Source: an optimization exercise on an open RTL-to-GDS flow (aim: small area). Production flows keep margins and buffers that such runs may drop. The RTL was checked by simulation tests, not by an equivalence proof against the original design. Power and IR drop assume default switching activity.

## build 59
// iot_filter_param
module iot_filter_param #(
    parameter int IN_W  = 8,
    parameter int BEATS = 16,
    parameter int WORDS = 8
) (
    input  logic                     clk,
    input  logic                     rst,
    input  logic                     in_en,
    input  logic [IN_W-1:0]          iot_in,
    input  logic [2:0]               fn_sel,
    input  logic [IN_W*BEATS-1:0]    lo_bound,
    input  logic [IN_W*BEATS-1:0]    hi_bound,
    output logic                     busy,
    output logic                     valid,
    output logic [IN_W*BEATS-1:0]    iot_out
);
Size: about 1,300 cells after synthesis, ~410 flip-flops, about 400 I/O pins, roughly 17,000 µm² of cells after synthesis.
==> flow/config.mk <==
export PLATFORM = sky130hd
export DESIGN_NAME = iot_filter_param
export DESIGN_NICKNAME = iot_filter_param
export VERILOG_FILES = /design/flow/design.v
export SDC_FILE = /design/flow/constraint.sdc
export NUM_CORES = 4
export LEC_CHECK = 0
export ABC_AREA = 1
export CAP_MARGIN = 0
export CORE_MARGIN = 2
export CORE_UTILIZATION = 40
export PLACE_DENSITY = 0.6
export SLEW_MARGIN = 0
==> flow/constraint.sdc <==
create_clock -name core_clock -period 11.0 [get_ports {clk}]
set_input_delay 2.2000 -clock core_clock [delete_from_list [all_inputs] [get_ports {clk}]]
set_output_delay 2.2000 -clock core_clock [all_outputs]
set_load 0.01 [all_outputs]
standard.sh (not shown) runs the stock make flow with config.mk's settings and CLKGATE_MAP_FILE= SYNTH_SCRIPT=/design/flow/synth_recipe.tcl, a recipe that flattens the netlist after the stock synthesis.
==> flow/flow/run.sh <==
#!/bin/bash
# The standard ORFS layout (standard.sh, which keeps each step's log under
# orfs/logs/), with three changes:
#  - synthesis maps the logic with the area-oriented ABC script in flow/abc_area.script
#    (run from a copy of ORFS's scripts folder; nothing else in it differs);
#  - buffer_ports puts the smallest buffer cell on every input and output port;
#  - the clock tree uses clkbuf_4 buffers on clusters of up to 10 registers and no
#    dummy loads.
set -euo pipefail
rm -rf orfs_scripts
cp -rp "$FLOW_HOME/scripts" orfs_scripts
cp flow/abc_area.script orfs_scripts/abc_area.script
ADDER_MAP_FILE= SCRIPTS_DIR="$PWD/orfs_scripts" bash standard.sh synth > standard_synth.log 2>&1
export BUFFER_PORTS_ARGS="-buffer_cell sky130_fd_sc_hd__buf_1"
export CTS_ARGS="-sink_clustering_enable -repair_clock_nets -buf_list sky130_fd_sc_hd__clkbuf_4 -sink_clustering_size 9 -sink_clustering_max_diameter 50 -dont_use_dummy_load"
bash standard.sh > standard.log 2>&1
==> flow/flow/abc_area.script <==
strash
&get -n
&fraig -x
&put
scorr
dc2
dretime
strash
dch -f
amap -m
mfs3 -ae
topo
Relative to build 59, the following input files were edited for build 88:
diff --git a/flow/flow/run.sh b/flow/flow/run.sh
--- a/flow/flow/run.sh
+++ b/flow/flow/run.sh
@@ -15 +15 @@
-export CTS_ARGS="-sink_clustering_enable -repair_clock_nets -buf_list sky130_fd_sc_hd__clkbuf_4 -sink_clustering_size 9 -sink_clustering_max_diameter 50 -dont_use_dummy_load"
+export CTS_ARGS="-sink_clustering_enable -repair_clock_nets -buf_list sky130_fd_sc_hd__clkbuf_4 -sink_clustering_size 10 -sink_clustering_max_diameter 42 -dont_use_dummy_load"
### Flow results
Build 88 reached the final stage; the timing, DRC and antenna checks on its layout passed.
Build 59 → build 88: sequential share of layout area neither gained nor lost much; relative slew slack picked up an extra 6.1 points; clock period minus worst slack picked up an extra 0.037 ns; combinational power share neither gained nor lost much; routing usage on met2 picked up an extra 0.21 points.
There was hardly any difference in global-route wire length before repair between build 88 and build 59.
Build 88 has less setup slack than build 59.
Total design power | build 88 above build 59
Going from build 59 to build 88, peak per-stage delay on the critical path level, area overhead of the layout relative to synthesis has increased, detailed-route wire length now sits at about the same level.
[inputs] build 30 vs build 88
diff --git a/flow/flow/run.sh b/flow/flow/run.sh
--- a/flow/flow/run.sh
+++ b/flow/flow/run.sh
@@ -15 +15 @@
-export CTS_ARGS="-sink_clustering_enable -repair_clock_nets -buf_list sky130_fd_sc_hd__clkbuf_4 -sink_clustering_size 10 -sink_clustering_max_diameter 42 -dont_use_dummy_load"
+export CTS_ARGS="-sink_clustering_enable -repair_clock_nets -buf_list sky130_fd_sc_hd__clkbuf_4 -sink_clustering_size 10 -sink_clustering_max_diameter 50 -dont_use_dummy_load"
### Flow results
Antenna diode instance count sits higher in build 30 than in build 88.
Summary of the comparison: portion of the clock cycle consumed by the worst path in the final layout is lower in build 30, relative to build 88.
| initial antenna violation count | build 30 vs build 88 | 1 higher |
In the flow results for build 88 and build 30, the sequential share of layout area is larger on build 30.
Maximum frequency: build 30 vs build 88, no meaningful difference
NOTE: met1 track demand over resource in global routing in build 30 exceeds that of build 88
Re detailed route wirelength on metal2: build 88 and build 30 aren't equal, and the lower value belongs to build 30.
Proportion of power drawn by the clock network came out lower on build 30 than on build 88.
For build 68, these inputs were changed with respect to build 30:
diff --git a/flow/flow/run.sh b/flow/flow/run.sh
--- a/flow/flow/run.sh
+++ b/flow/flow/run.sh
@@ -15 +15 @@
-export CTS_ARGS="-sink_clustering_enable -repair_clock_nets -buf_list sky130_fd_sc_hd__clkbuf_4 -sink_clustering_size 10 -sink_clustering_max_diameter 50 -dont_use_dummy_load"
+export CTS_ARGS="-sink_clustering_enable -repair_clock_nets -buf_list sky130_fd_sc_hd__clkbuf_4 -sink_clustering_size 8 -sink_clustering_max_diameter 40 -dont_use_dummy_load"
### Flow results
Both conditions hold for build 68: the flow ran to the end and the final layout passed the timing, DRC and antenna checks.
Build 68 against build 30; cell area is up slightly.
When the final numbers for build 30 and build 68 were put side by side, the utilization turned out to be greater in build 68.
Clock group power in build 68 is 14% higher than in build 30
Build 30 → build 68: detailed-route wire length now larger, clock insertion delay at the later pin of the skew report now smaller, routed length per placed instance comparable.
Build 68 — area overhead of the layout relative to synthesis 0.81 points higher, build 30 as reference
On power, build 30 beats build 68.


iot_filter_param, a different RTL version from the one above (not shown whole).
For scale: ~1,800 cells after synthesis, roughly 430 flip-flops, ~20,000 um^2 of cells after synthesis.
export LEC_CHECK = 0
export ABC_AREA = 1
export CAP_MARGIN = 20
export CORE_MARGIN = 2
export CORE_UTILIZATION = 40
export CTS_BUF_LIST = sky130_fd_sc_hd__clkbuf_4
export PLACE_DENSITY = 0.6
export SLEW_MARGIN = 20
create_clock -name core_clock -period 11.0 [get_ports {clk}]
==> flow/flow/run.sh <==
#!/bin/bash
# Standard ORFS layout (the standard.sh), with the port buffers that ORFS's
# buffer_ports inserts on every input and output made with the smallest buffer cell.
set -euo pipefail
export BUFFER_PORTS_ARGS="-buffer_cell sky130_fd_sc_hd__buf_1"
export CTS_ARGS="-sink_clustering_enable -repair_clock_nets -buf_list sky130_fd_sc_hd__clkbuf_4 -dont_use_dummy_load"
bash standard.sh > standard.log 2>&1
The first run finished clean.
Then changed:
--- a/flow/flow/run.sh
+++ b/flow/flow/run.sh
@@ -5,3 +5,2 @@
 export BUFFER_PORTS_ARGS="-buffer_cell sky130_fd_sc_hd__buf_1"
-export CTS_ARGS="-sink_clustering_enable -repair_clock_nets -buf_list sky130_fd_sc_hd__clkbuf_4 -dont_use_dummy_load"
 bash standard.sh > standard.log 2>&1
--- a/flow/config.mk
+++ b/flow/config.mk
@@ -11,3 +11,2 @@
 export CORE_UTILIZATION = 40
-export CTS_BUF_LIST = sky130_fd_sc_hd__clkbuf_4
 export PLACE_DENSITY = 0.6
The changed run ran to the end with no violations; die area does not change; worst setup slack gets better by 0.27 ns; via count goes down by 2.2%; final area grows by 2.7%; first-iteration DRC count rises by 12%; cell count is lower by 1.2%; worst hold slack gains 0.042 ns; sequential power stays flat; non-clock buffer count is unchanged; power rises by 14%.
Then changed:
--- a/flow/config.mk
+++ b/flow/config.mk
@@ -11,2 +11,3 @@
 export CORE_UTILIZATION = 40
+export CTS_BUF_LIST = sky130_fd_sc_hd__clkbuf_4
 export PLACE_DENSITY = 0.6
=> The new run finished with timing, DRC and antenna clean. Non-clock buffer count stays the same. Maximum frequency falls by a few percent. Setup slack is worse by 0.31 ns. Final cell count increases by a few percent. Via count grows by a few percent. Sequential share of layout area barely changes. Power fell by a few percent.
Then changed:
==> flow/flow/run.sh (replaced) <==
#!/bin/bash
# Standard ORFS layout (the standard.sh) with the smallest buffer cell on the ports
# and a clock tree without dummy loads.
set -euo pipefail
export BUFFER_PORTS_ARGS="-buffer_cell sky130_fd_sc_hd__buf_1"
export CTS_ARGS="-sink_clustering_enable -repair_clock_nets -buf_list sky130_fd_sc_hd__clkbuf_8 -sink_clustering_size 16 -sink_clustering_max_diameter 80 -dont_use_dummy_load"
bash standard.sh > standard.log 2>&1
--- a/flow/config.mk
+++ b/flow/config.mk
@@ -11,3 +11,2 @@
 export CORE_UTILIZATION = 40
-export CTS_BUF_LIST = sky130_fd_sc_hd__clkbuf_4
 export PLACE_DENSITY = 0.6
=> Wire length decreases by 1.5%. Final area decreases by 4.2%. Worst setup slack improved by 0.30 ns.
Then changed:
==> flow/run.sh (new file) <==
#!/bin/bash
# synth_recipe.tcl (not shown) runs the flow's synth.tcl, then flattens the netlist and writes it again
# the make line also repeats each setting of config.mk as NAME=value (left out here)
make -C /OpenROAD-flow-scripts/flow DESIGN_CONFIG=/design/flow/config.mk WORK_HOME=/design/flow/orfs CLKGATE_MAP_FILE= SYNTH_SCRIPT=/design/flow/synth_recipe.tcl finish
removed: flow/flow/run.sh
removed: flow/standard.sh
Total power is higher by 24%.
Hold slack hardly moves.
Die area is unchanged.
Wire length is higher by 4.7%.
Count of clock-buffer cells in the layout climbs by 19.
Flip-flop and latch count stays the same.
Design area increases by 15%.
Synthesized area is unchanged.
Register-to-register slack gains 0.17 ns.
Clock skew decreases by 0.074 ns.

## port drivers added, routing unchanged
Ports are ideal in the flow. The routed layouts listed here were re-timed in OpenROAD. Step 1 (the two cells are an assumption about what drives the block):
set clk [get_ports {clk}]
set_driving_cell -lib_cell sky130_fd_sc_hd__clkbuf_16 $clk
set_driving_cell -lib_cell sky130_fd_sc_hd__buf_2 [delete_from_list [all_inputs] $clk]
Step 2 times the ports against the registers' clock, not the clock port: input delays grow and output delays shrink by t, the midpoint of the rising clock arrivals with the driver on. Three values: no drivers, after step 1, after step 2; two values: the first two.
| run | t, ns | setup WS [ns] | worst setup path after step 2 |
|---|---|---|---|
| build 59 | 0.816 | 0.837 / 0.786 / 1.602 | register to output |
| build 88 | 0.830 | 0.801 / 0.749 / 1.579 | register to output |
| build 30 | 0.811 | 0.820 / 0.771 / 1.582 | register to output |
| build 68 | 0.802 | 0.800 / 0.748 / 1.550 | register to output |
| the first run of note 2 | 0.897 | 4.218 / 4.162 / 5.059 | register to output |
| the second run of note 2 | 0.645 | 4.492 / 4.435 / 5.080 | register to output |
| the third run of note 2 | 0.950 | 4.186 / 4.132 / 5.081 | register to output |
| the fourth run of note 2 | 0.639 | 4.490 / 4.433 / 5.072 | register to output |
| the fifth run of note 2 | 0.638 | 4.096 / 4.039 / 4.677 | register to output |
After both steps every run listed still meets setup and hold.
